What follows belongs to an exercise in optimizing a design on an open flow for small area, a short achievable clock period and few clock cycles per item; a production flow would make more cautious choices.
Where RTL was checked, it was by simulation tests only, not by an equivalence proof against the original.
The RTL of runs 1 to 3 was laid out without a check of its function.
Power and IR drop assume default switching activity.

--- flow/config.mk ---
export PLATFORM = sky130hd
export DESIGN_NAME = positional_list_engine_core
export DESIGN_NICKNAME = positional_list_engine_core
export VERILOG_FILES = /design/flow/design.v
export SDC_FILE = /design/flow/constraint.sdc
export NUM_CORES = 4
export LEC_CHECK = 0
export CAP_MARGIN = 20
export CORE_MARGIN = 2
export CORE_UTILIZATION = 40
export SLEW_MARGIN = 20
--- flow/design.v ---
package ple_pkg;
	localparam logic [2:0] OP_APPEND   = 3'd0;
	localparam logic [2:0] OP_INSERT   = 3'd1;
	localparam logic [2:0] OP_READ     = 3'd2;
	localparam logic [2:0] OP_DEL_LAST = 3'd3;
	localparam logic [2:0] OP_DEL_POS  = 3'd4;
	localparam logic [1:0] ST_OK    = 2'd0;
	localparam logic [1:0] ST_EMPTY = 2'd1;
	localparam logic [1:0] ST_FULL  = 2'd2;
	localparam logic [1:0] ST_RANGE = 2'd3;
	localparam int IN_W       = 40;
	localparam int IN_USER_W  = 3;
	localparam int OUT_W      = 104;
	localparam int OUT_USER_W = 2;
endpackage
module ple_cell #(
	parameter int DATA_WIDTH = 32
) (
	input  logic                  clk,
	input  logic                  en,
	input  logic                  sel_prev,
	input  logic                  sel_next,
	input  logic                  sel_word,
	input  logic [DATA_WIDTH-1:0] word_x,     
	input  logic [DATA_WIDTH-1:0] prev_q,     
	input  logic [DATA_WIDTH-1:0] next_q,     
	output logic [DATA_WIDTH-1:0] q
);
	logic [DATA_WIDTH-1:0] d;
	assign d = ~(({DATA_WIDTH{sel_prev}} & prev_q) |
	             ({DATA_WIDTH{sel_next}} & next_q) |
	             ({DATA_WIDTH{sel_word}} & word_x));
	always_ff @(posedge clk) begin
		if (en)
			q <= d;
	end
endmodule
module positional_list_engine_core (
	input  logic          clk,
	input  logic          arst_n,
	input  logic          s_axis_tvalid,
	output logic          s_axis_tready,
	input  logic [39:0]   s_axis_tdata,
	input  logic [2:0]    s_axis_tuser,
	output logic          m_axis_tvalid,
	input  logic          m_axis_tready,
	output logic [103:0]  m_axis_tdata,
	output logic [1:0]    m_axis_tuser
);
	localparam int N = 16;
	logic        skid_v;
	logic [2:0]  skid_op;
	logic [4:0]  skid_pos;
	logic [31:0] skid_word;
	logic        cmd_v;
	logic [2:0]  op;
	logic [4:0]  pos;
	logic [31:0] word;
	assign s_axis_tready = !skid_v;
	assign cmd_v = skid_v || s_axis_tvalid;
	assign op    = skid_v ? skid_op : s_axis_tuser;
	assign pos   = skid_v ? skid_pos : s_axis_tdata[4:0];
	assign word  = skid_v ? skid_word : s_axis_tdata[36:5];
	logic        m_valid_q;
	logic [31:0] rd_q;
	logic [4:0]  cnt_q;
	logic [31:0] last_q;
	logic [1:0]  st_q;
	logic exec;
	assign exec = cmd_v && (!m_valid_q || m_axis_tready);
	logic is_app, is_ins, is_rd, is_dl, is_dp;
	logic full, empty, one, pos_ge_n, pos_ge_n1;
	logic ins, del, rd_ok;
	logic [1:0] st_d;
	logic [4:0] cnt_d;
	assign is_app = (op == ple_pkg::OP_APPEND);
	assign is_ins = (op == ple_pkg::OP_INSERT);
	assign is_rd  = (op == ple_pkg::OP_READ);
	assign is_dl  = (op == ple_pkg::OP_DEL_LAST);
	assign is_dp  = (op == ple_pkg::OP_DEL_POS);
	logic [N-1:0] vq;
	logic [N+1:0] vx;
	assign vx = {2'b00, vq};
	assign full      = vq[N-1];
	assign empty     = !vq[0];
	assign one       = vq[0] && !vq[1];
	assign pos_ge_n  = pos[4] || !vx[pos[3:0]];
	assign pos_ge_n1 = pos[4] || !vx[5'(pos[3:0]) + 5'd1];
	assign ins   = (is_app || is_ins) && !full;
	assign del   = (is_dl || is_dp) && !empty;
	assign rd_ok = is_rd && !empty && !pos_ge_n;
	always_comb begin
		st_d = ple_pkg::ST_OK;
		if (is_app || is_ins) begin
			if (full)
				st_d = ple_pkg::ST_FULL;
		end else if (is_rd) begin
			if (empty)
				st_d = ple_pkg::ST_EMPTY;
			else if (pos_ge_n)
				st_d = ple_pkg::ST_RANGE;
		end else if (is_dl || is_dp) begin
			if (empty)
				st_d = ple_pkg::ST_EMPTY;
		end else begin
			st_d = ple_pkg::ST_RANGE;
		end
	end
	assign cnt_d = ins ? cnt_q + 5'd1 : del ? cnt_q - 5'd1 : cnt_q;
	logic [N-1:0] gp, gn, gn1, gi, gd;
	for (genvar i = 0; i < N; i++) begin : g_ge
		assign gp[i]  = (5'(i) >= pos);
		assign gn[i]  = !vx[i];
		assign gn1[i] = !vx[i+1];
	end
	assign gi = gn | ({N{is_ins}} & gp);
	assign gd = gn1 | ({N{is_dp}} & gp);
	logic [31:0] ent_q [N];
	logic [31:0] ent   [N];
	for (genvar i = 0; i < N; i++) begin : g_cell
		assign ent[i] = (i % 2 == 1) ? ~ent_q[i] : ent_q[i];
	end
	logic sw0, sn0;
	assign sw0 = ins && gi[0];
	assign sn0 = del && gd[0];
	always_ff @(posedge clk or negedge arst_n) begin
		if (!arst_n)
			ent_q[0] <= '0;
		else if (exec && (sw0 || sn0))
			ent_q[0] <= sw0 ? word : (one ? 32'd0 : ent[1]);
	end
	for (genvar i = 1; i < N; i++) begin : g_row
		logic sp, sn, sw, en;
		logic [31:0] nq;
		assign sp = ins && gi[i-1];
		assign sw = ins && gi[i] && !gi[i-1];
		if (i == N - 1) begin : g_tail
			assign sn = 1'b0;
			assign nq = '0;
			assign en = exec && ins && gi[i];
		end else begin : g_body
			assign sn = del && gd[i];
			assign nq = ent_q[i+1];
			assign en = exec && ((ins && gi[i]) || (del && gd[i]));
		end
		ple_cell #(.DATA_WIDTH(32)) u_cell (
			.clk      (clk),
			.en       (en),
			.sel_prev (sp),
			.sel_next (sn),
			.sel_word (sw),
			.word_x   ((i % 2 == 1) ? word : ~word),
			.prev_q   (ent_q[i-1]),
			.next_q   (nq),
			.q        (ent_q[i])
		);
	end
	logic [3:0]  la;
	logic [31:0] look;
	logic [4:0]  nm2;
	assign nm2  = cnt_q - 5'd2;
	assign la   = is_rd ? pos[3:0] : nm2[3:0];
	assign look = ent[la];
	logic [31:0] rd_d, last_d;
	assign rd_d = rd_ok ? look : 32'd0;
	always_comb begin
		last_d = last_q;
		if (del && one)
			last_d = '0;
		else if (ins && (is_app || pos_ge_n))
			last_d = word;
		else if (del && (is_dl || pos_ge_n1))
			last_d = look;
	end
	always_ff @(posedge clk or negedge arst_n) begin
		if (!arst_n) begin
			skid_v    <= 1'b0;
			m_valid_q <= 1'b0;
			cnt_q     <= '0;
			vq        <= '0;
			last_q    <= '0;
		end else begin
			skid_v <= cmd_v && !exec;
			if (exec)
				m_valid_q <= 1'b1;
			else if (m_axis_tready)
				m_valid_q <= 1'b0;
			if (exec) begin
				cnt_q  <= cnt_d;
				last_q <= last_d;
				if (ins)
					vq <= {vq[N-2:0], 1'b1};
				else if (del)
					vq <= {1'b0, vq[N-1:1]};
			end
		end
	end
	always_ff @(posedge clk) begin
		if (!skid_v) begin
			skid_op   <= s_axis_tuser;
			skid_pos  <= s_axis_tdata[4:0];
			skid_word <= s_axis_tdata[36:5];
		end
		if (exec) begin
			rd_q <= rd_d;
			st_q <= st_d;
		end
	end
	assign m_axis_tvalid = m_valid_q;
	assign m_axis_tdata  = {3'b000, last_q, ent_q[0], cnt_q, rd_q};
	assign m_axis_tuser  = st_q;
endmodule
--- flow/run.sh ---
#!/bin/bash
# synth_recipe.tcl (not shown) runs the flow's synth.tcl, then flattens the netlist and writes it again
# the make line also repeats each setting of config.mk as NAME=value (left out here)
make -C /OpenROAD-flow-scripts/flow DESIGN_CONFIG=/design/flow/config.mk WORK_HOME=/design/flow/orfs CLKGATE_MAP_FILE= SYNTH_SCRIPT=/design/flow/synth_recipe.tcl finish
--- flow/constraint.sdc ---
create_clock -name core_clock -period 6.0 [get_ports {clk}]
set_input_delay 1.2000 -clock core_clock [delete_from_list [all_inputs] [get_ports {clk}]]
set_output_delay 1.2000 -clock core_clock [all_outputs]
set_load 0.01 [all_outputs]
==> out/qor.yml, run 1 <==
synth:
  syn_area_um2: 32200
  synth_edf_count: 514
  yosysTopAreaCell: "edfxtp_1"
  yosys_warnings: 21
  synthArstFlopShare_pct: 13.6
  ys_seq_area_share_pct: 57.1
  yosys.area.top_type_share_pct: 47.9
  synthTopCellsByArea: "edfxtp_1 48%, a222oi_1 14%, dfrtp_1 6.8%"
  ys_ff_latch: 641
  yosys_most_used_dff: "edfxtp_1"
  synth.distinct_cells: 95
  syn_area_per_cell_um2: 12.3
  synthCells: 2620
critical_path:
  critPathArrivalTime_ns: 5.53
  critical_path.startpoint_type: "input port"
  reg2reg_to: "last_q[1]"
  r2r_slack_ns: 1.09
  required_ns: 6.49
  r2r_start: "cnt_q[1]"
  worstSetupPathType: "input port to register"
  critPathCaptureType: "register"
  cp_max_fo: 19
  reg2reg_depth: 11
route:
  remaining_drc_errors: 0
  viasPerCell: 8.29
  vias: 32210
  final_antenna_net_count: 0
  drt_pass1_iterations: 15
  routedWlPerCell_um: 45.8
  routed_wl_mm: 178
  drt-initial-drc-count: 8920
clocking:
  cts.clk_slew.worst_paths_ns: 0.06
  cts_resized: 0
  tritoncts: "done"
  clock_sinks: 641
  insertion_delay_ns: 0.66
  cts_hold_buf: 0
  root_buffer: "clkbuf_16"
  clockBufferDepth: 3
  htree_num_levels: 3
  numCtsBuffers: 73
  post_cts_buffers: 0
die:
  fp.dieH_um: 288
  io_pins: 155
  start_util_pct: 40.2
  die_x_um: 288
  die_area_um2: 82900
  core_area_um2: 80200
  fp-row-count: 104
power_and_ir_drop:
  ir_drop_mv: 0.211
  p_leak_nw: 13.3
  powerDensity_nw_per_um2: 263
timing:
  worst_slew_pin_slew_ns: 1.35
  clock.fmax_mhz: 198
  setup_tns_ns: 0
  relSlewSlack_pct: 8.95
  finalSetupViolations: 0
  rsz0062_at_grt: "false"
  hold_slack_ns: 0.469
  period_minus_slack_ns: 5.04
  hold_violations: 0
  finalCritPeriodShare_pct: 84.1
  maxSlewViolCount: 0
  clock_skew_ns: 0.0410
placement:
  routabilityCongestion: 1.02
  port_buffers: 148
  dpl.hpwl_mm: 106
global_routing:
  grt_pass1_vias: 30620
  grt_use_total_pct: 41.6
  grt_first_pass_wirelength_mm: 241
  antenna_found_initial: 11
  grt_overflow: 0
  grt_max_degree: 90
cells_and_area:
  layout_commonest_cell: "edfxtp_1"
  drive_gt1_share_pct: 15.7
  fin_nets: 2815
  layout_common_cells: "514 x edfxtp_1, 463 x a222oi_1, 175 x buf_4"
  syn_to_final_growth_pct: 19.3
min_path:
  hold-path-endpoint: "cnt_q[4]"
  holdCritPathClass: "register to register"
  min_path_cells: 1
  holdCritStartpoint: "cnt_q[4]"
run:
  cap_viol_max_count: 0
status:
  outcome: "complete, no violations"
final cells by class:
| cell class | instances | area [µm²] |
|---|---|---|
| Antenna cell | 4 | 10.0 |
| Clock buffer | 109 | 2210 |
| Clock inverter | 26 | 248 |
| Fill cell | 7180 | 41700 |
| Inverter | 54 | 203 |
| Multi-Input combinational cell | 1651 | 12900 |
| Sequential cell | 641 | 18400 |
| Tap cell | 1060 | 1330 |
| Timing Repair Buffer | 342 | 3170 |
registers in the layout, summed over array words and instances, names as in the netlist:
register        cells
cnt_q               5
skid_op             3
rd_q               32
vq                 16
skid_word          32
st_q                2
last_q             32
skid_v              1
m_valid_q           1
skid_pos            5
ent_q              32
g_row.u_cell.q    480
cells in the mapped netlist (10+ instances only):
cell and instances:
nand3_1 56, a2bb2oi_1 17, a221o_1 24, o2111ai_1 31, o22ai_1 26, buf_2 52
a211oi_1 11, a22o_1 18, nor2_1 158, nor3_1 23, o211ai_1 41, o31ai_1 40
a21oi_1 39, dfrtp_1 87, a22oi_1 20, dfxtp_1 40, o21bai_1 28, inv_1 22
nor4_1 36, clkbuf_1 196, o2bb2ai_1 30, mux2i_1 56, a222oi_1 463, edfxtp_1 514
mux2_2 38, and2_1 41, a32oi_1 10, nand2_1 142, nand3b_1 11, clkinv_1 32
a31oi_1 22, o221ai_1 13, buf_1 15, o21ai_0 92
cell families after synthesis:
kind of cell,count (synthesis),synth area share [%]
other cells,1,0.0116
xor+xnor,7,0.190
buf+inv,330,4.25
simple gates,530,7.92
flops,641,57.1
mux,97,3.25
compound gates,1009,27.1
fa+ha+maj,5,0.217
worst max-delay path, stage by stage:
cell and delay (ns):
clkdlybuf4s50_1 0.48, or4b_1 0.89, buf_4 0.30, a222oi_1 0.51
or2_1 0.86, buf_4 0.39, a211o_1 0.17, o32a_1 0.51
and2_1 0.21
worst max-delay path by stage:
stage | from | endpoint | slack (ns) | cells after the start
2_1_floorplan | s_axis_tdata[0] | g_row[12].u_cell.q[0] | 1.15 | 11
3_3_place_gp | s_axis_tuser[0] | rd_q[29] | 0.76 | 9
3_5_place_dp | s_axis_tuser[0] | rd_q[29] | 0.78 | 9
4_1_cts | skid_v | g_row[4].u_cell.q[30] | 1.37 | 9
5_1_grt | cnt_q[1] | last_q[1] | 1.09 | 11
6_report | s_axis_tuser[0] | rd_q[1] | 0.96 | 9
layer usage:
layer / GRT usage (%) / vias to the layer above / part of all wire [%]
li1: - / 11725 / -
met1: 51.1 / 15531 / 33
met2: 56.7 / 3892 / 39
met3: 20.5 / 1044 / 19
met4: 28.8 / 18 / 8.9
met5: 1.22 / - / 0.10
per-stage QoR:
stage / util (%) / power, mW / instance area, µm² / setup slack [ns] / instances
3_3_place_gp: 44.9 / 5.49 / 36000 / 0.755 / 3747
2_1_floorplan: - / 5.18 / 32300 / 1.15 / 2622
5_1_grt: 48.0 / 10.3 / 38500 / 1.09 / 3884
4_1_cts: 48.0 / 10.1 / 38400 / 1.37 / 3882
3_5_place_dp: 44.9 / 5.49 / 36000 / 0.780 / 3747
6_report: 48.0 / 10.1 / 38500 / 0.956 / 3887
where the power goes:
part,internal (mW),switching (mW)
clock network,2.69,1.99
logic,0.167,0.450
registers,4.79,0.0305
total,7.65,2.47
==> inputs of run 2 (changes only) <==
--- a/flow/config.mk
+++ b/flow/config.mk
@@ -7,5 +7,6 @@
 export LEC_CHECK = 0
 export CAP_MARGIN = 20
 export CORE_MARGIN = 2
-export CORE_UTILIZATION = 40
+export CORE_UTILIZATION = 35
+export SETUP_SLACK_MARGIN = 3.5
 export SLEW_MARGIN = 20
==> run 2 against run 1 <==
Against the previous run: the flow now stops in global routing (5_1_grt); area after synthesis did not move; synthesized cell count unchanged.
==> out/qor.yml, run 2 <==
status:
  outcome: "aborted with a tool error"
  stop_stage: "global routing (5_1_grt)"
  error: "[ERROR GRT-0232] Routing congestion too high. Check the congestion heatmap in the GUI."
synth:
  yosys_most_used_dff: "edfxtp_1"
  ys_ff_latch: 641  # unchanged
  yosys.area.top_type_share_pct: 47.9  # unchanged
  yosysMostFrequentCell: "edfxtp_1"
  syn_area_um2: 32200  # unchanged
  syn_area_per_cell_um2: 12.3  # unchanged
  synth_edf_count: 514  # unchanged
  synthCells: 2620  # unchanged
  ys_seq_area_share_pct: 57.1  # unchanged
  yosysTopAreaCell: "edfxtp_1"
  yosys_warnings: 21  # unchanged
  synth.distinct_cells: 95  # unchanged
  synthTopCellsByArea: "edfxtp_1 48%, a222oi_1 14%, dfrtp_1 6.8%"
  synthArstFlopShare_pct: 13.6  # unchanged
  netlist_top_cells_count: "514 x edfxtp_1, 463 x a222oi_1, 196 x clkbuf_1"
global_routing:
  grt_use_total_pct: 59.3
  grt_overflow: 1
  grt_max_degree: 56
die:
  die_x_um: 308  # +6.8%
  start_util_pct: 35.2  # -5.0 points
  fp-row-count: 111  # +6.7%
  io_pins: 155  # unchanged
  fp.dieH_um: 308  # +6.8%
clocking:
  cts_hold_buf: 0  # unchanged
  numCtsBuffers: 72  # -1.4%
  clockBufferDepth: 3  # unchanged
  htree_num_levels: 3  # unchanged
  root_buffer: "clkbuf_16"
  clock_sinks: 641  # unchanged
placement:
  routabilityCongestion: 1.04  # +1.9%
  dpl.hpwl_mm: 111  # +4.6%
  port_buffers: 148  # unchanged
## run 2: metrics by stage
stage                     utilization (%)  instances  power [mW]  area (µm²)  setup slack, ns
after floorplan                         -       2622        5.23       34300             2.38
after global placement               40.3       3868        5.53       36800            0.911
after detailed placement             40.3       3868        5.53       36800            0.910
after CTS                            56.0       4623        10.2       51200             2.69
## run 2: worst min path at each step
stage	end	slack [ns]	depth (start not counted)
floorplan	cnt_q[4]	0.51	1
CTS	cnt_q[4]	0.47	1
detailed placement	cnt_q[4]	0.46	1
global placement	cnt_q[4]	0.46	1
## run 2: layer usage
layer  overflow  GRT usage (%)
met2          1           71.3
met3          0           51.7
met1          0           57.1
met4          0           55.6
met5          0           42.9
## run 2: timing repair
item                                    4_1_cts
setup buffers                               471
cloned                                      150
pin swaps                                   401
endpoints found under the setup margin     1208
resized for setup                          1191
## run 2: power by group through the flow
stage / Clock, mW / Combinational (mW) / Sequential, mW
floorplan: 0 / 0.317 / 4.91
global placement: 0 / 0.610 / 4.92
detailed placement: 0 / 0.613 / 4.92
CTS: 4.53 / 0.830 / 4.82
## run 2: cell families after synthesis
logic type | synth area share [%]
AOI/OAI and AO/OA | 27.1
DFF | 57.1
and+or+nand+nor | 7.92
buffers and inverters | 4.25
muxes | 3.25
xor gates and xnor gates | 0.190
adders and majority gates | 0.217
other | 0.0116
==> inputs of run 3 (changes only) <==
==> flow/flow/run.sh (new file) <==
#!/bin/bash
set -euo pipefail
cd "$(dirname "$0")/.."
bash standard.sh synth > synth.log 2>&1
bash standard.sh "BUFFER_PORTS_ARGS=-buffer_cell sky130_fd_sc_hd__buf_2" MATCH_CELL_FOOTPRINT=0 finish > layout.log 2>&1
==> flow/standard.sh (new file) <==
#!/bin/bash
# synth_recipe.tcl (not shown) runs the flow's synth.tcl, then flattens the netlist and writes it again
# the make line also repeats each setting of config.mk as NAME=value (left out here)
make -C /OpenROAD-flow-scripts/flow DESIGN_CONFIG=/design/flow/config.mk WORK_HOME=/design/flow/orfs CLKGATE_MAP_FILE= SYNTH_SCRIPT=/design/flow/synth_recipe.tcl "${@:-finish}"
--- a/flow/config.mk
+++ b/flow/config.mk
@@ -8,5 +8,6 @@
 export CAP_MARGIN = 20
 export CORE_MARGIN = 2
 export CORE_UTILIZATION = 35
-export SETUP_SLACK_MARGIN = 3.5
+export PLACE_DENSITY = 0.45
+export SETUP_SLACK_MARGIN = 2.5
 export SLEW_MARGIN = 20
removed: flow/run.sh
==> run 3 against run 2 <==
Against the previous run: the run now finishes clean; area after synthesis unchanged; synthesized cell count unchanged.
==> out/qor.yml, run 3 <==
status:
  outcome: "complete, no violations"
timing:
  hold_slack_ns: 0.443
  setup_tns_ns: 0
  finalSetupViolations: 0
  finalCritPeriodShare_pct: 59.9
  maxSlewViolCount: 0
  clock.fmax_mhz: 278
  relSlewSlack_pct: 23.4
  worst_slew_pin_slew_ns: 1.12
  period_minus_slack_ns: 3.59
  clock_skew_ns: 0.0358
  hold_violations: 0
  rsz0062_at_grt: "true"
cells_and_area:
  fin_nets: 2917
  top_register: "g_row.u_cell.q"
  layout_commonest_cell: "edfxtp_1"
  syn_to_final_growth_pct: 22.8
  largest_reg_flops: 480
  layout_common_cells: "514 x edfxtp_1, 463 x a222oi_1, 219 x buf_4"
  fillers: 8430
  final_area_um2: 39600
  finalNonFillerCells: 4117
  postLayoutCoreUtil_pct: 43.3
  drive_gt1_share_pct: 27.0
critical_path:
  crit_path_cell_trace: "buf_2 > or3b_1 > a222oi_1 > buf_4 > or2_4 > buf_6 > a22oi_1 > o211ai_1 > o32a_2 > and2_1"
  r2r_start: "skid_v"
  crit_start: "s_axis_tdata[3]"
  cp_max_fo: 10
  critPathCaptureType: "register"
  worst_path_max_delay_cell: "or3b_1"
  max_stage_delay_ns: 0.56
  critical_path.startpoint_type: "input port"
  worstSetupPathType: "input port to register"
  critPathArrivalTime_ns: 4.07
  required_ns: 6.48
synth:
  yosysTopAreaCell: "edfxtp_1"
  synth_compound_area_share_pct: 27.1  # unchanged
  yosys-mux-area-fraction_pct: 3.25  # unchanged
  synth.distinct_cells: 95  # unchanged
  ys_ff_latch: 641  # unchanged
  synthCells: 2620  # unchanged
  yosys_most_used_dff: "edfxtp_1"
  netlist_top_cells_count: "514 x edfxtp_1, 463 x a222oi_1, 196 x clkbuf_1"
  synthTopCellsByArea: "edfxtp_1 48%, a222oi_1 14%, dfrtp_1 6.8%"
  syn_area_per_cell_um2: 12.3  # unchanged
  syn_area_um2: 32200  # unchanged
  synth_top_family_by_area: "compound AO/OA/AOI/OAI gates"
  synth_xor_area_share_pct: 0.190  # unchanged
  yosys.area_share.adder_pct: 0.217  # unchanged
  yosys.area.top_type_share_pct: 47.9  # unchanged
  ys_seq_area_share_pct: 57.1  # unchanged
  yosys_warnings: 21  # unchanged
  synthSimpleGateAreaFrac_pct: 7.92  # unchanged
  synthArstFlopShare_pct: 13.6  # unchanged
  yosysMostFrequentCell: "edfxtp_1"
  synth_edf_count: 514  # unchanged
placement:
  port_buffers: 148  # unchanged
  place_inst: 3865  # -0.078%
  dpl.hpwl_mm: 113  # +1.7%
  dpl_cell_area_um2: 35500  # -3.7%
  routabilityCongestion: 1.01  # -3.6%
die:
  start_util_pct: 35.2  # unchanged
  core_area_um2: 91500
  die_x_um: 308  # unchanged
  io_pins: 155  # unchanged
  die_area_um2: 94600
  fp-row-count: 111  # unchanged
  fp.dieH_um: 308  # unchanged
clocking:
  numCtsBuffers: 76  # +5.6%
  insertion_delay_ns: 0.67
  tritoncts: "done"
  clockBufferDepth: 3  # unchanged
  root_buffer: "clkbuf_16"
  clock_sinks: 641  # unchanged
  htree_num_levels: 3  # unchanged
  cts.clk_slew.worst_paths_ns: 0.06
route:
  routed_wl_mm: 189
  drt_pass1_iterations: 13
  routedWlPerCell_um: 45.9
  routedLengthMet1_mm: 67.9
  dr.max_layer_used: "met5"
  remaining_drc_errors: 0
  viasPerCell: 7.79
  vias: 32056
  drt-initial-drc-count: 8931
  met3_length_mm: 30.1
  wl_met2_mm: 77.2
  final_antenna_net_count: 0
power_and_ir_drop:
  p_leak_nw: 14.2
  powerDensity_nw_per_um2: 257
  ir_drop_mv: 0.178
global_routing:
  grt_overflow: 0
  grt_use_total_pct: 38.4
  grt_max_degree: 55
  grt_first_pass_wirelength_mm: 252
  antenna_found_initial: 8
  grt_pass1_vias: 30450
run:
  cap_viol_max_count: 0
min_path:
  holdCritPathClass: "input port to async pin"
-- run 3: cell counts after synthesis --
No cell type changed its count.
-- run 3: path summary, 6_finish.rpt --
check	slack, ns	end	depth (start not counted)
worst max register to register	2.45	rd_q[31]	10
worst max-delay path	2.41	rd_q[31]	10
worst min-delay path	0.44	vq[0]	1
min in group core_clock	0.47	cnt_q[4]	1
max in group asynchronous	4.56	ent_q[0][6]	2
worst min register to register	0.47	cnt_q[4]	1
-- run 3: cell families (layout without fill, tap and decap cells) --
group / Yosys count / after routing
multiplexers: 97 / 97
XOR/XNOR: 7 / 7
buffers and inverters: 330 / 633
other: 1 / 5
AND/OR/NAND/NOR: 530 / 533
AO/OA/AOI/OAI: 1009 / 1010
adder cells (fa/ha/maj): 5 / 5
flip-flops: 641 / 641
-- run 3: per-layer routing --
metal,vias up,track usage [%]
met2,3376,54.5
met3,776,13.8
met5,-,2.48
li1,11935,-
met4,12,22.2
met1,15957,50.0
-- run 3: report_power, final --
part           internal, mW  switching [mW]  total (mW)  leakage [nW]
logic                 0.180           0.486       0.666          5.44
clock network          2.64            2.05        4.69          1.19
registers              4.79          0.0263        4.82          7.56
-- run 3: final cells by class --
| class | instances | area (µm²) | share of cell area [%] |
|---|---|---|---|
| tap | 1186 | 1480 | 3.75 |
| sequential | 641 | 18400 | 46.5 |
| antenna | 2 | 5.00 | 0.0126 |
| timing repair buffer | 437 | 3550 | 8.96 |
| multi-input combinational | 1655 | 13500 | 34.1 |
| clock inverter | 28 | 221 | 0.559 |
| inverter | 54 | 210 | 0.531 |
| clock buffer | 114 | 2200 | 5.56 |
-- run 3: through the flow --
stage          worst slack [ns]  power (mW)
6_report                   2.41        10.2
5_1_grt                    2.45        10.4
4_1_cts                    2.48        10.1
3_5_place_dp              0.981        5.47
3_3_place_gp              0.973        5.47
2_1_floorplan              2.38        5.20
-- run 3: repair_timing --
item                        CTS  global route
pin swaps                    25            16
gates resized for setup      88            69
hold endpoints to repair      0             0
gates cloned                  1             4
setup endpoints to repair  1069           629
setup buffers                70            33
hold buffers                  0             0
-- run 3: critical path: cells and delay by family --
| kind | cells | cell delay, ns |
|---|---|---|
| and+or+nand+nor | 3 | 1.17 |
| AOI/OAI and AO/OA | 4 | 0.94 |
| buffers and inverters | 3 | 0.73 |
==> inputs of run 4 (changes only) <==
--- a/flow/design.v
+++ b/flow/design.v
@@ -48,26 +48,18 @@
 	output logic [1:0]    m_axis_tuser
 );
 	localparam int N = 16;
-	logic        skid_v;
-	logic [2:0]  skid_op;
-	logic [4:0]  skid_pos;
-	logic [31:0] skid_word;
-	logic        cmd_v;
+	logic        c_v;
 	logic [2:0]  op;
 	logic [4:0]  pos;
 	logic [31:0] word;
-	assign s_axis_tready = !skid_v;
-	assign cmd_v = skid_v || s_axis_tvalid;
-	assign op    = skid_v ? skid_op : s_axis_tuser;
-	assign pos   = skid_v ? skid_pos : s_axis_tdata[4:0];
-	assign word  = skid_v ? skid_word : s_axis_tdata[36:5];
 	logic        m_valid_q;
 	logic [31:0] rd_q;
 	logic [4:0]  cnt_q;
 	logic [31:0] last_q;
 	logic [1:0]  st_q;
 	logic exec;
-	assign exec = cmd_v && (!m_valid_q || m_axis_tready);
+	assign exec          = c_v && (!m_valid_q || m_axis_tready);
+	assign s_axis_tready = !c_v || exec;
 	logic is_app, is_ins, is_rd, is_dl, is_dp;
 	logic full, empty, one, pos_ge_n, pos_ge_n1;
 	logic ins, del, rd_ok;
@@ -174,13 +166,14 @@
 	end
 	always_ff @(posedge clk or negedge arst_n) begin
 		if (!arst_n) begin
-			skid_v    <= 1'b0;
+			c_v       <= 1'b0;
 			m_valid_q <= 1'b0;
 			cnt_q     <= '0;
 			vq        <= '0;
 			last_q    <= '0;
 		end else begin
-			skid_v <= cmd_v && !exec;
+			if (s_axis_tready)
+				c_v <= s_axis_tvalid;
 			if (exec)
 				m_valid_q <= 1'b1;
 			else if (m_axis_tready)
@@ -196,10 +189,10 @@
 		end
 	end
 	always_ff @(posedge clk) begin
-		if (!skid_v) begin
-			skid_op   <= s_axis_tuser;
-			skid_pos  <= s_axis_tdata[4:0];
-			skid_word <= s_axis_tdata[36:5];
+		if (s_axis_tready) begin
+			op   <= s_axis_tuser;
+			pos  <= s_axis_tdata[4:0];
+			word <= s_axis_tdata[36:5];
 		end
 		if (exec) begin
 			rd_q <= rd_d;
--- a/flow/config.mk
+++ b/flow/config.mk
@@ -6,8 +6,9 @@
 export NUM_CORES = 4
 export LEC_CHECK = 0
 export CAP_MARGIN = 20
+export CELL_PAD_IN_SITES_DETAIL_PLACEMENT = 1
 export CORE_MARGIN = 2
 export CORE_UTILIZATION = 35
 export PLACE_DENSITY = 0.45
-export SETUP_SLACK_MARGIN = 2.5
+export SETUP_SLACK_MARGIN = 3.2
 export SLEW_MARGIN = 20
==> run 4 against run 3 <==
Against the previous run: still clean; sequential share of layout area down 3.2 points; routed wire length grew 5.9%; power rose by 100%; first-iteration DRC count is 21% lower; global-route usage rose by 1.9 points; critical endpoint is now rd_q[18].
==> out/qor.yml, run 4 <==
synth:
  yosys_warnings: 21  # unchanged
  syn_area_um2: 32000  # -0.73%
  ys_ff_latch: 641  # unchanged
  ys_seq_area_share_pct: 58.8  # +1.7 points
  synthTopCellsByArea: "edfxtp_1 52%, a222oi_1 7.0%, dfrtp_1 6.8%"
  yosys_most_used_dff: "edfxtp_1"
  yosysMostFrequentCell: "edfxtp_1"
  yosys.area.top_type_share_pct: 52.0  # +4.1 points
  synth_edf_count: 554  # +7.8%
  synth.distinct_cells: 75  # -21%
  yosysTopAreaCell: "edfxtp_1"
  syn_area_per_cell_um2: 11.6  # -5.7%
  netlist_top_cells_count: "554 x edfxtp_1, 324 x nor2_1, 279 x clkbuf_1"
  synthCells: 2757  # +5.2%
  synthArstFlopShare_pct: 13.6  # unchanged
critical_path:
  required_ns: 6.39  # -0.09 ns
  cp_max_fo: 7  # -3
  worstSetupPathType: "register to register"
  critPathCaptureType: "register"
  crit_start: "op[1]"
  critPathArrivalTime_ns: 3.46  # -0.61 ns
  r2r_start: "op[1]"
  critical_path.startpoint_type: "register"
placement:
  dpl.hpwl_mm: 97.3  # -14%
  routabilityCongestion: 0.918  # -8.8%
  place_inst: 3854  # -0.28%
  port_buffers: 148  # unchanged
timing:
  hold_violations: 0  # unchanged
  maxSlewViolCount: 0  # unchanged
  period_minus_slack_ns: 3.07  # -0.526 ns
  worst_slew_pin_slew_ns: 0.868  # -0.249 ns
  rsz0062_at_grt: "true"
  clock_skew_ns: 0.0361  # +0.000287 ns
  finalSetupViolations: 0  # unchanged
  relSlewSlack_pct: 42.1  # +19 points
  setup_tns_ns: 0  # unchanged
  finalCritPeriodShare_pct: 51.1  # -8.8 points
  clock.fmax_mhz: 326  # +17%
die:
  start_util_pct: 35.5  # +0.22 points
  io_pins: 155  # unchanged
  die_x_um: 306  # -0.36%
  fp-row-count: 110  # -0.90%
  core_area_um2: 90300  # -1.4%
  die_area_um2: 93900  # -0.72%
  fp.dieH_um: 306  # -0.36%
clocking:
  numCtsBuffers: 77  # +1.3%
  cts_hold_buf: 0  # unchanged
  tritoncts: "done"
  cts.clk_slew.worst_paths_ns: 0.06  # about the same
  root_buffer: "clkbuf_16"
  htree_num_levels: 3  # unchanged
  clockBufferDepth: 3  # unchanged
  insertion_delay_ns: 0.68  # about the same
  clock_sinks: 641  # unchanged
route:
  routed_wl_mm: 200  # +5.9%
  remaining_drc_errors: 0  # unchanged
  final_antenna_net_count: 0  # unchanged
  routedWlPerCell_um: 46.1  # +0.37%
  drt_pass1_iterations: 12  # -1
  vias: 33063  # +3.1%
  viasPerCell: 7.61  # -2.2%
  drt-initial-drc-count: 7029  # -21%
global_routing:
  grt_overflow: 0  # unchanged
  grt_first_pass_wirelength_mm: 263  # +4.4%
  grt_pass1_vias: 31785  # +4.4%
  grt_max_degree: 45  # -18%
  grt_use_total_pct: 40.3  # +1.9 points
  antenna_found_initial: 12  # +4
min_path:
  holdCritStartpoint: "cnt_q[4]"
  holdCritPathClass: "register to register"
cells_and_area:
  fin_nets: 3144  # +7.8%
  top_register: "g_row.u_cell.q"
  finalNonFillerCells: 4344  # +5.5%
  syn_to_final_growth_pct: 35.7
  layout_commonest_cell: "edfxtp_1"
  largest_reg_flops: 480  # unchanged
  layout_common_cells: "554 x edfxtp_1, 299 x nor2_1, 225 x a221oi_1, 225 x a222oi_1, 206 x buf_4"
  fillers: 9123  # +8.2%
  drive_gt1_share_pct: 33.7  # +6.7 points
run:
  cap_viol_max_count: 0  # unchanged
power_and_ir_drop:
  powerDensity_nw_per_um2: 475  # +85%
  p_leak_nw: 14.3  # +0.79%
  power_mw: 20.6  # +100%
  ir_drop_mv: 0.236  # +32%
status:
  outcome: "complete, no violations"
run 4: changes by cell type in the layout (fill, tap and decap cells not counted), moves of 37 or more:
cell,before,now
o21ai_0,79,14
a21oi_1,25,188
buf_6,23,60
buf_12,36,113
nor2_1,124,299
edfxtp_1,514,554
a222oi_1,463,225
dfxtp_1,40,0
a221oi_1,8,225
run 4: power by group:
group	total [mW]	switching (mW)	internal (mW)
clock	4.62	2.07	2.55
sequential	6.45	0.826	5.63
combinational	9.57	5.69	3.88
run 4: path summary, 6_finish.rpt:
kind | slack (ns) | to | cells after the start
setup / recovery | 2.93 | rd_q[18] | 14
hold / removal | 0.47 | cnt_q[4] | 1
setup reg to reg | 2.93 | rd_q[18] | 14
hold reg to reg | 0.47 | cnt_q[4] | 1
max in group asynchronous | 4.14 | ent_q[0][15] | 2
min in group asynchronous | 0.60 | ent_q[0][28] | 1
run 4: kinds of logic (layout without fill, tap and decap cells):
family / after synthesis / after routing / share of synthesized area, %
AO/OA/AOI/OAI: 996 / 1003 / 24.4
XOR/XNOR: 7 / 7 / 0.192
adder cells (fa/ha/maj): 5 / 5 / 0.219
buffers and inverters: 354 / 735 / 4.42
flip-flops: 641 / 641 / 58.8
multiplexers: 75 / 75 / 2.87
other: 1 / 16 / 0.0117
AND/OR/NAND/NOR: 678 / 686 / 9.13
run 4: critical path: stages, from the launching register on:
cell and delay, ns:
edfxtp_1 0.44, buf_6 0.13, buf_6 0.09, or3b_4 0.46, buf_6 0.17, nand4_1 0.14, buf_12 0.16, nand2_8 0.08
buf_12 0.15, buf_12 0.13, a2111oi_4 0.31, o2111ai_2 0.18, o22ai_2 0.17, buf_6 0.15, nor2_1 0.05
run 4: stage by stage:
step	area (µm²)	utilization [%]	hold WS [ns]	setup slack, ns
after floorplan	32300	-	0.507	2.54
after global routing	43400	48.1	0.491	2.88
final	43400	48.1	0.469	2.93
after CTS	41700	46.2	0.473	2.97
after global placement	34400	38.1	0.461	1.68
after detailed placement	34400	38.1	0.466	1.68
run 4: final cells by class:
cell class | instances | area, µm² | area share, %
antenna | 13 | 32.5 | 0.0749
clock buffer | 111 | 2120 | 4.87
clock inverter | 31 | 268 | 0.617
inverter | 15 | 73.8 | 0.170
multi-input combinational | 1779 | 14300 | 32.9
sequential | 641 | 18800 | 43.3
tap | 1176 | 1470 | 3.39
timing repair buffer | 577 | 6330 | 14.6
timing repair inverter | 1 | 7.51 | 0.0173
run 4: timing repair:
| item | in CTS | in global routing |
|---|---|---|
| gates resized for setup | 464 | 158 |
| gates cloned | 34 | 12 |
| buffers inserted | 221 | 68 |
| endpoints found under the setup margin | 1076 | 988 |
| hold endpoints to repair | 0 | 0 |
| pin swaps | 148 | 111 |
run 4: layer usage:
metal | vias to the layer above | global-route usage (%) | part of all wire, %
met2 | 3265 | 57.7 | 41
met1 | 16753 | 50.4 | 35
met4 | 5 | 27.6 | 8.8
met3 | 918 | 14.7 | 15
li1 | 12122 | - | -
met5 | - | 0.310 | 0.063
Testbench counts of run 4, summed over its fixed seeds: cycles 12,016, items 12,000.
==> inputs of run 5 (changes only) <==
--- a/flow/config.mk
+++ b/flow/config.mk
@@ -9,6 +9,7 @@
 export CELL_PAD_IN_SITES_DETAIL_PLACEMENT = 1
 export CORE_MARGIN = 2
 export CORE_UTILIZATION = 35
+export CTS_BUF_LIST = sky130_fd_sc_hd__clkbuf_8
 export PLACE_DENSITY = 0.45
-export SETUP_SLACK_MARGIN = 3.2
+export SETUP_SLACK_MARGIN = 3.0
 export SLEW_MARGIN = 20
==> run 5 against run 4 <==
Against the previous run: area after synthesis stayed put; global-route usage down 3.7 points; register-to-register slack worse by 0.02 ns; largest cell class unchanged; core utilization fell by 4.4 points; clock power is 11% lower; largest power group unchanged; non-clock buffer count down 163; design area is 9.2% lower; critical endpoint is now rd_q[26].
==> out/qor.yml, run 5 <==
global_routing:
  grt_first_pass_wirelength_mm: 244  # -7.4%
  grt_overflow: 0  # unchanged
  antenna_found_initial: 4  # -8
  grt_use_total_pct: 36.6  # -3.7 points
  grt_max_degree: 55  # +22%
  grt_pass1_vias: 30876  # -2.9%
power_and_ir_drop:
  combPwrFrac_pct: 41.9  # -4.4 points
  switching_share_pct: 42.3  # +0.70 points
  powerDensity_nw_per_um2: 458  # -3.7%
  p_leak_nw: 12.9  # -10%
  ir_drop_mv: 0.201  # -15%
  p_int_mw: 10.4  # -14%
  p_clk_share_pct: 22.6  # +0.2 points
  switchingPower_mw: 7.64  # -11%
  power_frac_seq_pct: 35.5  # +4.2 points
synth:
  yosys_warnings: 21  # unchanged
  netlist_top_cells_count: "554 x edfxtp_1, 324 x nor2_1, 279 x clkbuf_1"
  synthArstFlopShare_pct: 13.6  # unchanged
  synthCells: 2757  # unchanged
  yosys_most_used_dff: "edfxtp_1"
  synth_edf_count: 554  # unchanged
  syn_area_um2: 32000  # unchanged
  synthTopCellsByArea: "edfxtp_1 52%, a222oi_1 7.0%, dfrtp_1 6.8%"
  yosysTopAreaCell: "edfxtp_1"
  ys_seq_area_share_pct: 58.8  # unchanged
  syn_area_per_cell_um2: 11.6  # unchanged
  yosys.area.top_type_share_pct: 52.0  # unchanged
  synth.distinct_cells: 75  # unchanged
  ys_ff_latch: 641  # unchanged
  yosysMostFrequentCell: "edfxtp_1"
timing:
  worst_slew_pin_slew_ns: 0.832  # -0.0366 ns
  hold_violations: 0  # unchanged
  finalCritPeriodShare_pct: 51.5  # +0.39 points
  rsz0062_at_grt: "true"
  relSlewSlack_pct: 44.1  # +2.0 points
  maxSlewViolCount: 0  # unchanged
  fin_ws_ns: 2.91  # -0.0234 ns
  setup_tns_ns: 0  # unchanged
  period_minus_slack_ns: 3.09  # +0.0234 ns
  clock_skew_ns: 0.0301  # -0.00601 ns
  finalSetupViolations: 0  # unchanged
  clock.fmax_mhz: 324  # -0.76%
placement:
  place_ws_ns: 1.82  # +0.146 ns
  dpl.hpwl_mm: 96.8  # -0.54%
  routabilityCongestion: 0.913  # -0.59%
  port_buffers: 148  # unchanged
  dpl_cell_area_um2: 34400  # about the same
  place_inst: 3861  # +0.18%
cells_and_area:
  top_register: "g_row.u_cell.q"
  final_area_um2: 39400  # -9.2%
  seqCellArea_um2: 18800  # about the same
  fillers: 9492  # +4.0%
  largest_reg_flops: 480  # unchanged
  multiInputGateArea_um2: 13100  # -8.5%
  layout_common_cells: "554 x edfxtp_1, 303 x nor2_1, 225 x a221oi_1, 225 x a222oi_1, 207 x a21oi_1"
  finalNonFillerCells: 4242  # -2.3%
  syn_to_final_growth_pct: 23.2
  drive_gt1_share_pct: 26.8  # -6.8 points
  fin_nets: 3010  # -4.3%
  layout_commonest_cell: "edfxtp_1"
run:
  cap_viol_max_count: 0  # unchanged
clocking:
  insertion_delay_ns: 0.81  # +0.13 ns
  cts_hold_buf: 0  # unchanged
  root_buffer: "clkbuf_8"
  cts.clk_slew.worst_paths_ns: 0.06  # about the same
  htree_num_levels: 3  # unchanged
  numCtsBuffers: 116  # +51%
  tritoncts: "done"
  clockBufferDepth: 3  # unchanged
  clock_sinks: 641  # unchanged
critical_path:
  critPathArrivalTime_ns: 3.65  # +0.19 ns
  critPathCaptureType: "register"
  worstSetupPathType: "register to register"
  cp_top_family: "compound AO/OA/AOI/OAI gates"
  path_buf_inv: 2  # -5
  reg2reg_depth: 9  # -5
  critical_path.startpoint_type: "register"
  crit_start: "op[1]"
  cp_common_cell: "buf_4"
  worst_path_max_delay_cell: "edfxtp_1"
  r2r_start: "op[1]"
  max_stage_delay_ns: 0.52  # +0.06 ns
  cp_max_fo: 8  # +1
  required_ns: 6.56  # +0.17 ns
  path_depth: 9  # -5
  crit_path_cell_trace: "buf_4 > or3b_4 > nand4_1 > buf_4 > a21oi_1 > a2111oi_0 > o2111ai_1 > o22ai_1 > nor2_1"
route:
  remaining_drc_errors: 0  # unchanged
  drt_pass1_iterations: 13  # +1
  routedWlPerCell_um: 42.1  # -8.6%
  viasPerCell: 7.36  # -3.3%
  routed_wl_mm: 179  # -11%
  drt-initial-drc-count: 6298  # -10%
  vias: 31222  # -5.6%
  final_antenna_net_count: 0  # unchanged
die:
  fp.dieH_um: 306  # unchanged
  start_util_pct: 35.5  # unchanged
  fp-row-count: 110  # unchanged
  io_pins: 155  # unchanged
  die_area_um2: 93900  # unchanged
  die_x_um: 306  # unchanged
  core_area_um2: 90300  # unchanged
status:
  outcome: "complete, no violations"
min_path:
  holdCritPathClass: "input port to async pin"
==> run 5: cell count changes in the layout (fill, tap and decap cells not counted), sizes merged, moves of 2 or more <==
cell / delta
and2: -3
a2bb2o: -3
clkinv: -5
a21o: -2
buf: -144
inv: +63
diode: -7
==> run 5: metal layers <==
metal / global-route usage [%] / share of wire (%)
met1: 47.9 / 37
met2: 54.4 / 42
met3: 11.0 / 14
met4: 19.2 / 6.4
met5: 0 / 0.0073
==> run 5: kinds of logic after synthesis <==
kind of cell | after synthesis | synth area share, %
compound gates | 996 | 24.4
simple gates | 678 | 9.13
flops | 641 | 58.8
buf+inv | 354 | 4.42
mux | 75 | 2.87
xor+xnor | 7 | 0.192
fa+ha+maj | 5 | 0.219
other cells | 1 | 0.0117
==> run 5: worst paths after layout <==
| check | slack, ns | to |
|---|---|---|
| min reg2reg | 0.47 | cnt_q[4] |
| min | 0.23 | cnt_q[3] |
| max reg2reg | 2.91 | rd_q[26] |
| min in group core_clock | 0.47 | cnt_q[4] |
| max in group asynchronous | 4.68 | ent_q[0][12] |
| max | 2.91 | rd_q[26] |
==> run 5: layout make-up <==
cell class	instances	share of cell area, %
clock inverter	89	1.05
antenna	6	0.0381
tap	1176	3.73
clock buffer	131	4.57
sequential	641	47.7
multi-input combinational	1770	33.2
inverter	15	0.181
timing repair buffer	414	9.50
==> run 5: power groups by stage <==
stage	combinational (mW)	sequential, mW	clock (mW)
after CTS	6.72	6.36	4.14
after global placement	5.85	6.42	0
after global routing	7.72	6.47	4.30
after floorplan	3.34	6.15	0
final	7.56	6.41	4.09
after detailed placement	5.94	6.44	0
==> run 5: per-stage QoR <==
stage / utilization (%) / total power [mW] / hold WS, ns
detailed placement: 38.1 / 12.4 / 0.470
floorplan: - / 9.48 / 0.507
finish: 43.7 / 18.1 / 0.228
CTS: 42.4 / 17.2 / 0.187
global placement: 38.1 / 12.3 / 0.458
global route: 43.7 / 18.5 / 0.210
==> run 5: what timing repair did <==
item,in CTS,in global routing
gates cloned,6,6
gates resized for setup,160,136
pin swaps,33,22
endpoints found under the setup margin,951,806
setup buffers,99,44
==> run 5: worst register-to-register path, cell delays in order (launching register included) <==
cell and delay, ns:
edfxtp_1 0.52, buf_4 0.20, or3b_4 0.46, nand4_1 0.25
buf_4 0.32, a21oi_1 0.11, a2111oi_0 0.45, o2111ai_1 0.23
o22ai_1 0.24, nor2_1 0.08
==> inputs of run 6 (changes only) <==
--- a/flow/design.v
+++ b/flow/design.v
@@ -48,10 +48,11 @@
 	output logic [1:0]    m_axis_tuser
 );
 	localparam int N = 16;
-	logic        c_v;
-	logic [2:0]  op;
-	logic [4:0]  pos;
-	logic [31:0] word;
+	logic         c_v;
+	logic         is_app, is_ins, is_rd, is_dl, is_dp;
+	logic [4:0]   pos;
+	logic [N-1:0] gp;
+	logic [31:0]  word;
 	logic        m_valid_q;
 	logic [31:0] rd_q;
 	logic [4:0]  cnt_q;
@@ -60,24 +61,18 @@
 	logic exec;
 	assign exec          = c_v && (!m_valid_q || m_axis_tready);
 	assign s_axis_tready = !c_v || exec;
-	logic is_app, is_ins, is_rd, is_dl, is_dp;
 	logic full, empty, one, pos_ge_n, pos_ge_n1;
 	logic ins, del, rd_ok;
 	logic [1:0] st_d;
 	logic [4:0] cnt_d;
-	assign is_app = (op == ple_pkg::OP_APPEND);
-	assign is_ins = (op == ple_pkg::OP_INSERT);
-	assign is_rd  = (op == ple_pkg::OP_READ);
-	assign is_dl  = (op == ple_pkg::OP_DEL_LAST);
-	assign is_dp  = (op == ple_pkg::OP_DEL_POS);
 	logic [N-1:0] vq;
 	logic [N+1:0] vx;
 	assign vx = {2'b00, vq};
 	assign full      = vq[N-1];
 	assign empty     = !vq[0];
 	assign one       = vq[0] && !vq[1];
-	assign pos_ge_n  = pos[4] || !vx[pos[3:0]];
-	assign pos_ge_n1 = pos[4] || !vx[5'(pos[3:0]) + 5'd1];
+	assign pos_ge_n  = !(|(gp & vq));
+	assign pos_ge_n1 = !(|({gp[N-2:0], 1'b0} & vq));
 	assign ins   = (is_app || is_ins) && !full;
 	assign del   = (is_dl || is_dp) && !empty;
 	assign rd_ok = is_rd && !empty && !pos_ge_n;
@@ -99,9 +94,8 @@
 		end
 	end
 	assign cnt_d = ins ? cnt_q + 5'd1 : del ? cnt_q - 5'd1 : cnt_q;
-	logic [N-1:0] gp, gn, gn1, gi, gd;
+	logic [N-1:0] gn, gn1, gi, gd;
 	for (genvar i = 0; i < N; i++) begin : g_ge
-		assign gp[i]  = (5'(i) >= pos);
 		assign gn[i]  = !vx[i];
 		assign gn1[i] = !vx[i+1];
 	end
@@ -190,9 +184,15 @@
 	end
 	always_ff @(posedge clk) begin
 		if (s_axis_tready) begin
-			op   <= s_axis_tuser;
-			pos  <= s_axis_tdata[4:0];
-			word <= s_axis_tdata[36:5];
+			is_app <= (s_axis_tuser == ple_pkg::OP_APPEND);
+			is_ins <= (s_axis_tuser == ple_pkg::OP_INSERT);
+			is_rd  <= (s_axis_tuser == ple_pkg::OP_READ);
+			is_dl  <= (s_axis_tuser == ple_pkg::OP_DEL_LAST);
+			is_dp  <= (s_axis_tuser == ple_pkg::OP_DEL_POS);
+			pos    <= s_axis_tdata[4:0];
+			for (int i = 0; i < N; i++)
+				gp[i] <= (5'(i) >= s_axis_tdata[4:0]);
+			word   <= s_axis_tdata[36:5];
 		end
 		if (exec) begin
 			rd_q <= rd_d;
--- a/flow/config.mk
+++ b/flow/config.mk
@@ -11,5 +11,6 @@
 export CORE_UTILIZATION = 35
 export CTS_BUF_LIST = sky130_fd_sc_hd__clkbuf_8
 export PLACE_DENSITY = 0.45
-export SETUP_SLACK_MARGIN = 3.0
+export SETUP_SLACK_MARGIN = 3.1
 export SLEW_MARGIN = 20
+export SYNTH_HIERARCHICAL = 1
==> run 6 against run 5 <==
Against the previous run: synthesized cell count shrank 16%; critical path depth shrank 3; global-route usage shrank 2.5 points; highest routed layer unchanged; sequential power shrank 21%; worst setup slack gained 0.078 ns; sequential share of layout area grew 4.3 points; fmax grew 2.6%; via count shrank 7.3%; non-clock buffer count shrank 112; area after synthesis shrank 1.7%; core utilization shrank 1.8 points.
==> out/qor.yml, run 6 <==
critical_path:
  critPathCaptureType: "register"
  worstSetupPathType: "input port to register"
  required_ns: 6.36  # -0.20 ns
  crit_start: "m_axis_tready"
  r2r_start: "vq[0]"
  critical_path.startpoint_type: "input port"
  critPathArrivalTime_ns: 3.37  # -0.28 ns
  cp_max_fo: 32  # +24
die:
  die_area_um2: 92300  # -1.7%
  io_pins: 155  # unchanged
  fp.dieH_um: 304  # -0.86%
  die_x_um: 304  # -0.86%
  fp-row-count: 109  # -0.91%
  core_area_um2: 88800  # -1.7%
  start_util_pct: 35.4  # about the same
min_path:
  holdCritStartpoint: "cnt_q[4]"
  holdCritPathClass: "register to register"
clocking:
  numCtsBuffers: 118  # +1.7%
  cts_hold_buf: 0  # unchanged
  htree_num_levels: 3  # unchanged
  clockBufferDepth: 3  # unchanged
  cts.clk_slew.worst_paths_ns: 0.06  # about the same
  root_buffer: "clkbuf_8"
  clock_sinks: 658  # +2.7%
  insertion_delay_ns: 0.77  # -0.04 ns
  tritoncts: "done"
synth:
  syn_area_per_cell_um2: 13.5  # +16%
  synth_xor_area_share_pct: 0.215  # +0.023 points
  yosys.area.top_type_share_pct: 54.5  # +2.5 points
  yosys-mux-area-fraction_pct: 0.418  # -2.5 points
  synth_top_family_by_area: "compound AO/OA/AOI/OAI gates"
  syn_area_um2: 31500  # -1.7%
  synth_compound_area_share_pct: 25.9  # +1.5 points
  yosysTopAreaCell: "edfxtp_1"
  yosys.area_share.adder_pct: 0.223  # +0.0039 points
  ys_ff_latch: 658  # +2.7%
  yosys_most_used_dff: "edfxtp_1"
  synthArstFlopShare_pct: 13.2  # -0.35 points
  yosys_warnings: 27  # +29%
  yosysMostFrequentCell: "edfxtp_1"
  synth.distinct_cells: 65  # -13%
  netlist_top_cells_count: "571 x edfxtp_1, 481 x a222oi_1, 122 x nand2_1"
  synth_edf_count: 571  # +3.1%
  ys_seq_area_share_pct: 61.4  # +2.7 points
  synthCells: 2327  # -16%
  synthSimpleGateAreaFrac_pct: 5.86  # -3.3 points
  synthTopCellsByArea: "edfxtp_1 55%, a222oi_1 15%, dfrtp_1 6.9%"
power_and_ir_drop:
  p_int_mw: 7.40  # -29%
  power_frac_seq_pct: 51.5  # +16 points
  ir_drop_mv: 0.172  # -14%
  powerDensity_nw_per_um2: 266  # -42%
  switching_share_pct: 25.1  # -17 points
  combPwrFrac_pct: 4.4  # -38 points
  switchingPower_mw: 2.48  # -68%
  p_leak_nw: 11.1  # -14%
  p_clk_share_pct: 44.1  # +22 points
route:
  drt_pass1_iterations: 13  # unchanged
  vias: 28952  # -7.3%
  viasPerCell: 7.56  # +2.7%
  routed_wl_mm: 167  # -6.4%
  routedWlPerCell_um: 43.7  # +3.7%
  remaining_drc_errors: 0  # unchanged
  drt-initial-drc-count: 7275  # +16%
  final_antenna_net_count: 0  # unchanged
global_routing:
  grt_max_degree: 51  # -7.3%
  grt_use_total_pct: 34.1  # -2.5 points
  grt_overflow: 0  # unchanged
  grt_pass1_vias: 29388  # -4.8%
  antenna_found_initial: 6  # +2
  grt_first_pass_wirelength_mm: 225  # -7.6%
timing:
  finalSetupViolations: 0  # unchanged
  clock_skew_ns: 0.0282  # -0.00181 ns
  clock.fmax_mhz: 332  # +2.6%
  hold_violations: 0  # unchanged
  finalCritPeriodShare_pct: 50.2  # -1.3 points
  setup_tns_ns: 0  # unchanged
  relSlewSlack_pct: 17.9  # -26 points
  worst_slew_pin_slew_ns: 1.23  # +0.397 ns
  rsz0062_at_grt: "true"
  maxSlewViolCount: 0  # unchanged
  period_minus_slack_ns: 3.01  # -0.0784 ns
cells_and_area:
  syn_to_final_growth_pct: 18.1
  postLayoutCoreUtil_pct: 41.8  # -1.8 points
  largest_reg_flops: 480  # unchanged
  final_area_um2: 37100  # -5.8%
  fin_nets: 2609  # -13%
  top_register: "g_row.u_cell.q"
  layout_common_cells: "571 x edfxtp_1, 481 x a222oi_1, 145 x buf_2"
  layout_commonest_cell: "edfxtp_1"
  drive_gt1_share_pct: 21.4  # -5.5 points
placement:
  port_buffers: 148  # unchanged
  dpl.hpwl_mm: 88.8  # -8.3%
  dpl_cell_area_um2: 33500  # -2.7%
  routabilityCongestion: 0.887  # -2.9%
run:
  cap_viol_max_count: 0  # unchanged
status:
  outcome: "complete, no violations"
==> run 6: changes by cell type in the layout (fill, tap and decap cells not counted), sizes merged, moves of 63 or more <==
cell	change
a222oi	+256
nor2	-234
a221oi	-198
a21oi	-150
buf	-109
mux2	-64
nand2	-64
o21ai	+63
==> run 6: critical path: stages <==
cell and delay [ns]:
buf_6 0.07, nand2b_1 0.11, nand2_1 0.21, inv_2 0.37, buf_6 0.47, o21a_4 0.88
==> run 6: cell type report <==
cell class	count	area [µm²]
fillers	9109	51600
flip-flops and latches	658	19300
multi-input cells	1420	11300
repair buffers	302	2410
clock buffers	136	1870
well taps	1165	1460
clock inverters	87	503
inverters	57	216
diodes	4	10.0
==> run 6: what timing repair did <==
action                     4_1_cts  5_1_grt
setup endpoints to repair      767      202
pin swaps                       13       16
gates cloned                     4        9
setup buffers                   33       23
resized for setup               92       36
==> run 6: logic make-up after synthesis <==
| family | after synthesis |
|---|---|
| AND/OR/NAND/NOR | 379 |
| other | 1 |
| flip-flops | 658 |
| adder cells (fa/ha/maj) | 5 |
| XOR/XNOR | 6 |
| buffers and inverters | 295 |
| multiplexers | 13 |
| AO/OA/AOI/OAI | 970 |
==> run 6: layer usage <==
layer,global-route usage [%],wire [µm],vias to the layer above
li1,-,-,10837
met1,44.9,60400,14673
met2,51.1,71900,2790
met3,9.51,24200,648
met4,18.0,10700,4
met5,0,25,-
==> run 6: metrics by stage <==
stage / hold slack (ns) / instances / power [mW] / setup WS [ns]
3_5_place_dp: 0.460 / 3533 / 5.54 / 1.94
5_1_grt: 0.511 / 3828 / 10.1 / 3.00
3_3_place_gp: 0.460 / 3533 / 5.54 / 1.99
2_1_floorplan: 0.457 / 2366 / 5.32 / 2.17
6_report: 0.468 / 3829 / 9.88 / 2.99
4_1_cts: 0.471 / 3793 / 9.87 / 3.02
==> run 6: worst paths after layout <==
check / endpoint / slack, ns / cells after the start
setup / recovery: g_row[1].u_cell.q[23] / 2.99 / 6
hold / removal: cnt_q[4] / 0.47 / 1
setup reg to reg: g_row[14].u_cell.q[17] / 3.09 / 6
hold reg to reg: cnt_q[4] / 0.47 / 1
max in group asynchronous: ent_q[0][24] / 4.68 / 2
min in group asynchronous: cnt_q[3] / 0.53 / 2
==> run 6: power by group through the flow <==
| stage | clock [mW] | sequential, mW | combinational (mW) |
|---|---|---|---|
| 6_report | 4.35 | 5.09 | 0.436 |
| 2_1_floorplan | 0 | 5.14 | 0.183 |
| 3_5_place_dp | 0 | 5.18 | 0.360 |
| 3_3_place_gp | 0 | 5.18 | 0.353 |
| 4_1_cts | 4.39 | 5.08 | 0.398 |
| 5_1_grt | 4.57 | 5.09 | 0.455 |
Testbench counts of run 6, summed over its fixed seeds: cycles 12,016, items 12,000.
==> inputs of run 7 (changes only) <==
--- a/flow/config.mk
+++ b/flow/config.mk
@@ -9,7 +9,8 @@
 export CELL_PAD_IN_SITES_DETAIL_PLACEMENT = 1
 export CORE_MARGIN = 2
 export CORE_UTILIZATION = 35
-export CTS_BUF_LIST = sky130_fd_sc_hd__clkbuf_8
+export CTS_CLUSTER_DIAMETER = 70
+export CTS_CLUSTER_SIZE = 40
 export PLACE_DENSITY = 0.45
 export SETUP_SLACK_MARGIN = 3.1
 export SLEW_MARGIN = 20
==> run 7 against run 6 <==
Against the previous run: largest cell class unchanged; area after synthesis unchanged; sequential share of layout area up 1.4 points; clock power down 14%; critical path depth down 2; worst setup slack better by 0.028 ns; clock skew up 0.022 ns; still clean; non-clock buffer count down 19; combinational power down 2%; critical path type is now input port to primary output; worst hold slack better by 0.0023 ns; first-iteration DRC count down 3.0%.
==> out/qor.yml, run 7 <==
status:
  outcome: "complete, no violations"
cells_and_area:
  largest_reg_flops: 480  # unchanged
  postLayoutCoreUtil_pct: 40.8  # -1.1 points
  layout_commonest_cell: "edfxtp_1"
  fin_nets: 2521  # -3.4%
  syn_to_final_growth_pct: 15.1
  drive_gt1_share_pct: 18.7  # -2.6 points
  layout_common_cells: "571 x edfxtp_1, 481 x a222oi_1, 145 x buf_2"
  top_register: "g_row.u_cell.q"
die:
  io_pins: 155  # unchanged
  fp-row-count: 109  # unchanged
  die_x_um: 304  # unchanged
  die_area_um2: 92300  # unchanged
  core_area_um2: 88800  # unchanged
  start_util_pct: 35.4  # unchanged
  fp.dieH_um: 304  # unchanged
clocking:
  cts_hold_buf: 0  # unchanged
  root_buffer: "clkbuf_16"
  cts.clk_slew.worst_paths_ns: 0.07  # about the same
  tritoncts: "done"
  clockBufferDepth: 3  # unchanged
  htree_num_levels: 2  # -1
  numCtsBuffers: 50  # -58%
  insertion_delay_ns: 0.66  # -0.11 ns
  clock_sinks: 658  # unchanged
timing:
  maxSlewViolCount: 0  # unchanged
  setup_tns_ns: 0  # unchanged
  relSlewSlack_pct: 18.7  # +0.80 points
  finalCritPeriodShare_pct: 49.7  # -0.47 points
  period_minus_slack_ns: 2.98  # -0.0279 ns
  hold_violations: 0  # unchanged
  rsz0062_at_grt: "true"
  clock_skew_ns: 0.0498  # +0.0215 ns
  finalSetupViolations: 0  # unchanged
  clock.fmax_mhz: 335  # +0.94%
  worst_slew_pin_slew_ns: 1.22  # -0.0120 ns
power_and_ir_drop:
  p_int_mw: 6.91  # -6.6%
  ir_drop_mv: 0.233  # +35%
  switchingPower_mw: 2.34  # -5.8%
  p_clk_share_pct: 40.5  # -3.6 points
  p_leak_nw: 10.4  # -6.1%
  combPwrFrac_pct: 4.6  # +0.2 points
  switching_share_pct: 25.3  # +0.17 points
  power_frac_seq_pct: 54.9  # +3.4 points
  powerDensity_nw_per_um2: 255  # -4.0%
critical_path:
  crit_path_cell_trace: "buf_6 > nand3b_1 > buf_12 > buf_6"
  worst_path_max_delay_cell: "nand3b_1"
  r2r_slack_ns: 3.06  # -0.03 ns
  cp_common_cell: "buf_6"
  critPathCaptureType: "primary output"
  path_buf_inv: 3  # unchanged
  cp_max_fo: 2  # -94%
  critPathArrivalTime_ns: 1.78  # -1.59 ns
  worstSetupPathType: "input port to primary output"
  critical_path.startpoint_type: "input port"
  required_ns: 4.80  # -1.56 ns
  max_stage_delay_ns: 0.19  # -0.69 ns
  cp_top_family: "buffers and inverters"
route:
  routed_wl_mm: 163  # -2.3%
  viasPerCell: 7.66  # +1.3%
  drt_pass1_iterations: 12  # -1
  drt-initial-drc-count: 7057  # -3.0%
  remaining_drc_errors: 0  # unchanged
  vias: 28170  # -2.7%
  routedWlPerCell_um: 44.4  # +1.7%
  final_antenna_net_count: 0  # unchanged
placement:
  routabilityCongestion: 0.887  # unchanged
  port_buffers: 148  # unchanged
  dpl.hpwl_mm: 88.8  # unchanged
global_routing:
  grt_use_total_pct: 33.9  # -0.17 points
  grt_overflow: 0  # unchanged
  grt_pass1_vias: 28688  # -2.4%
  antenna_found_initial: 1  # -5
  grt_max_degree: 51  # unchanged
  grt_first_pass_wirelength_mm: 224  # -0.70%
synth:
  syn_area_per_cell_um2: 13.5  # unchanged
  ys_seq_area_share_pct: 61.4  # unchanged
  synthArstFlopShare_pct: 13.2  # unchanged
  yosysMostFrequentCell: "edfxtp_1"
  yosys.area.top_type_share_pct: 54.5  # unchanged
  yosys_warnings: 27  # unchanged
  netlist_top_cells_count: "571 x edfxtp_1, 481 x a222oi_1, 122 x nand2_1"
  synth_edf_count: 571  # unchanged
  synth.distinct_cells: 65  # unchanged
  syn_area_um2: 31500  # unchanged
  yosysTopAreaCell: "edfxtp_1"
  synthCells: 2327  # unchanged
  yosys_most_used_dff: "edfxtp_1"
  ys_ff_latch: 658  # unchanged
  synthTopCellsByArea: "edfxtp_1 55%, a222oi_1 15%, dfrtp_1 6.9%"
run:
  cap_viol_max_count: 0  # unchanged
min_path:
  holdCritPathClass: "register to register"
[run 7: cell count changes in the layout (fill, tap and decap cells not counted), sizes merged]
cell,before,now
buf,296,279
bufinv,5,3
clkbuf,142,63
clkinv,32,19
diode,4,1
inv,104,67
o21a,22,21
[run 7: power by group through the flow]
stage,Sequential (mW),Clock [mW],Combinational [mW]
2_1_floorplan,5.14,0,0.183
3_3_place_gp,5.18,0,0.353
3_5_place_dp,5.18,0,0.360
4_1_cts,5.08,3.78,0.395
5_1_grt,5.08,3.94,0.444
6_report,5.08,3.74,0.426
[run 7: final cells by class]
class	count	area (µm²)
clock buffer	59	1330
sequential	658	19300
fill	9074	52600
timing repair buffer	283	2130
inverter	57	218
multi-input combinational	1419	11300
tap	1165	1460
antenna	1	2.50
clock inverter	35	434
[run 7: worst paths after layout]
kind / startpoint / end / depth (start not counted)
min reg2reg: cnt_q[4] / cnt_q[4] / 1
max: m_axis_tready / s_axis_tready / 4
max in group asynchronous: arst_n / ent_q[0][25] / 2
max reg2reg: vq[0] / g_row[5].u_cell.q[15] / 4
min in group asynchronous: arst_n / c_v / 2
min: cnt_q[4] / cnt_q[4] / 1
[run 7: repair_timing]
item                       4_1_cts  5_1_grt
setup endpoints to repair      702      236
pin swaps                       12        8
gates cloned                     7        3
buffers inserted                20       19
resized for setup               86       28
[run 7: cell families after synthesis]
kind of cell / count (synthesis) / share of synthesized area, %
AOI/OAI and AO/OA: 970 / 25.9
DFF: 658 / 61.4
and+or+nand+nor: 379 / 5.86
buffers and inverters: 295 / 5.94
muxes: 13 / 0.418
xor gates and xnor gates: 6 / 0.215
adders and majority gates: 5 / 0.223
other: 1 / 0.0119
[run 7: worst reg2reg max path, stage by stage (launching register included)]
cell and delay [ns]:
dfrtp_2 0.54, o21ai_4 0.09, buf_4 0.28, a21oi_4 0.83
o21a_4 0.82
[run 7: through the flow]
stage                     setup slack (ns)  hold WS [ns]  cell area [µm²]  power (mW)  cells
after floorplan                       2.17         0.457            31700        5.32   2366
after global placement                1.99         0.460            33500        5.54   3533
after detailed placement              1.94         0.460            33500        5.54   3533
after CTS                             3.02         0.474            35900        9.25   3654
after global routing                  3.00         0.513            36200        9.47   3676
final                                 3.02         0.470            36200        9.25   3677
[run 7: routing by layer]
layer,up-vias,part of all wire (%),global-route usage [%]
met5,-,0.0049,0
li1,10637,-,-
met1,14318,36,44.6
met2,2632,43,50.8
met4,2,6.4,17.8
met3,581,14,9.76

separate check: timing with driven ports:
The flow's constraints put no driver on any port. The routed layouts listed below were extracted and timed again, unchanged, in two steps. Step 1, drivers: a clkbuf_16 drives clk and a buf_2 each remaining input, both assumed. Step 2 also shifts input and output timing later by t, the mid clock arrival at the registers, as if the neighbouring blocks saw the same clock. a / b / c = no drivers / after step 1 / after step 2; a / b = the first two.
| run | t (ns) | setup WS [ns] | worst register clock-pin slew, ns | worst slew at a driven data input, ns |
|---|---|---|---|---|
| run 1 | 0.703 | 0.956 / 0.997 / 0.294 | 0.07 / 0.07 | 0.08 |
| run 3 | 0.718 | 2.406 / 2.445 / 1.726 | 0.07 / 0.07 | 0.06 |
| run 4 | 0.730 | 2.933 / 2.933 / 2.512 | 0.07 / 0.07 | 0.05 |
| run 5 | 0.863 | 2.909 / 2.909 / 2.618 | 0.07 / 0.07 | 0.05 |
| run 6 | 0.818 | 2.988 / 2.987 / 2.194 | 0.07 / 0.07 | 0.04 |
| run 7 | 0.704 | 3.016 / 2.984 / 2.464 | 0.10 / 0.10 | 0.04 |
After both steps every run listed still meets setup and hold. The setup slack of run 6, which loses most, moves by -0.001 ns with the drivers and by -0.794 ns with both steps.
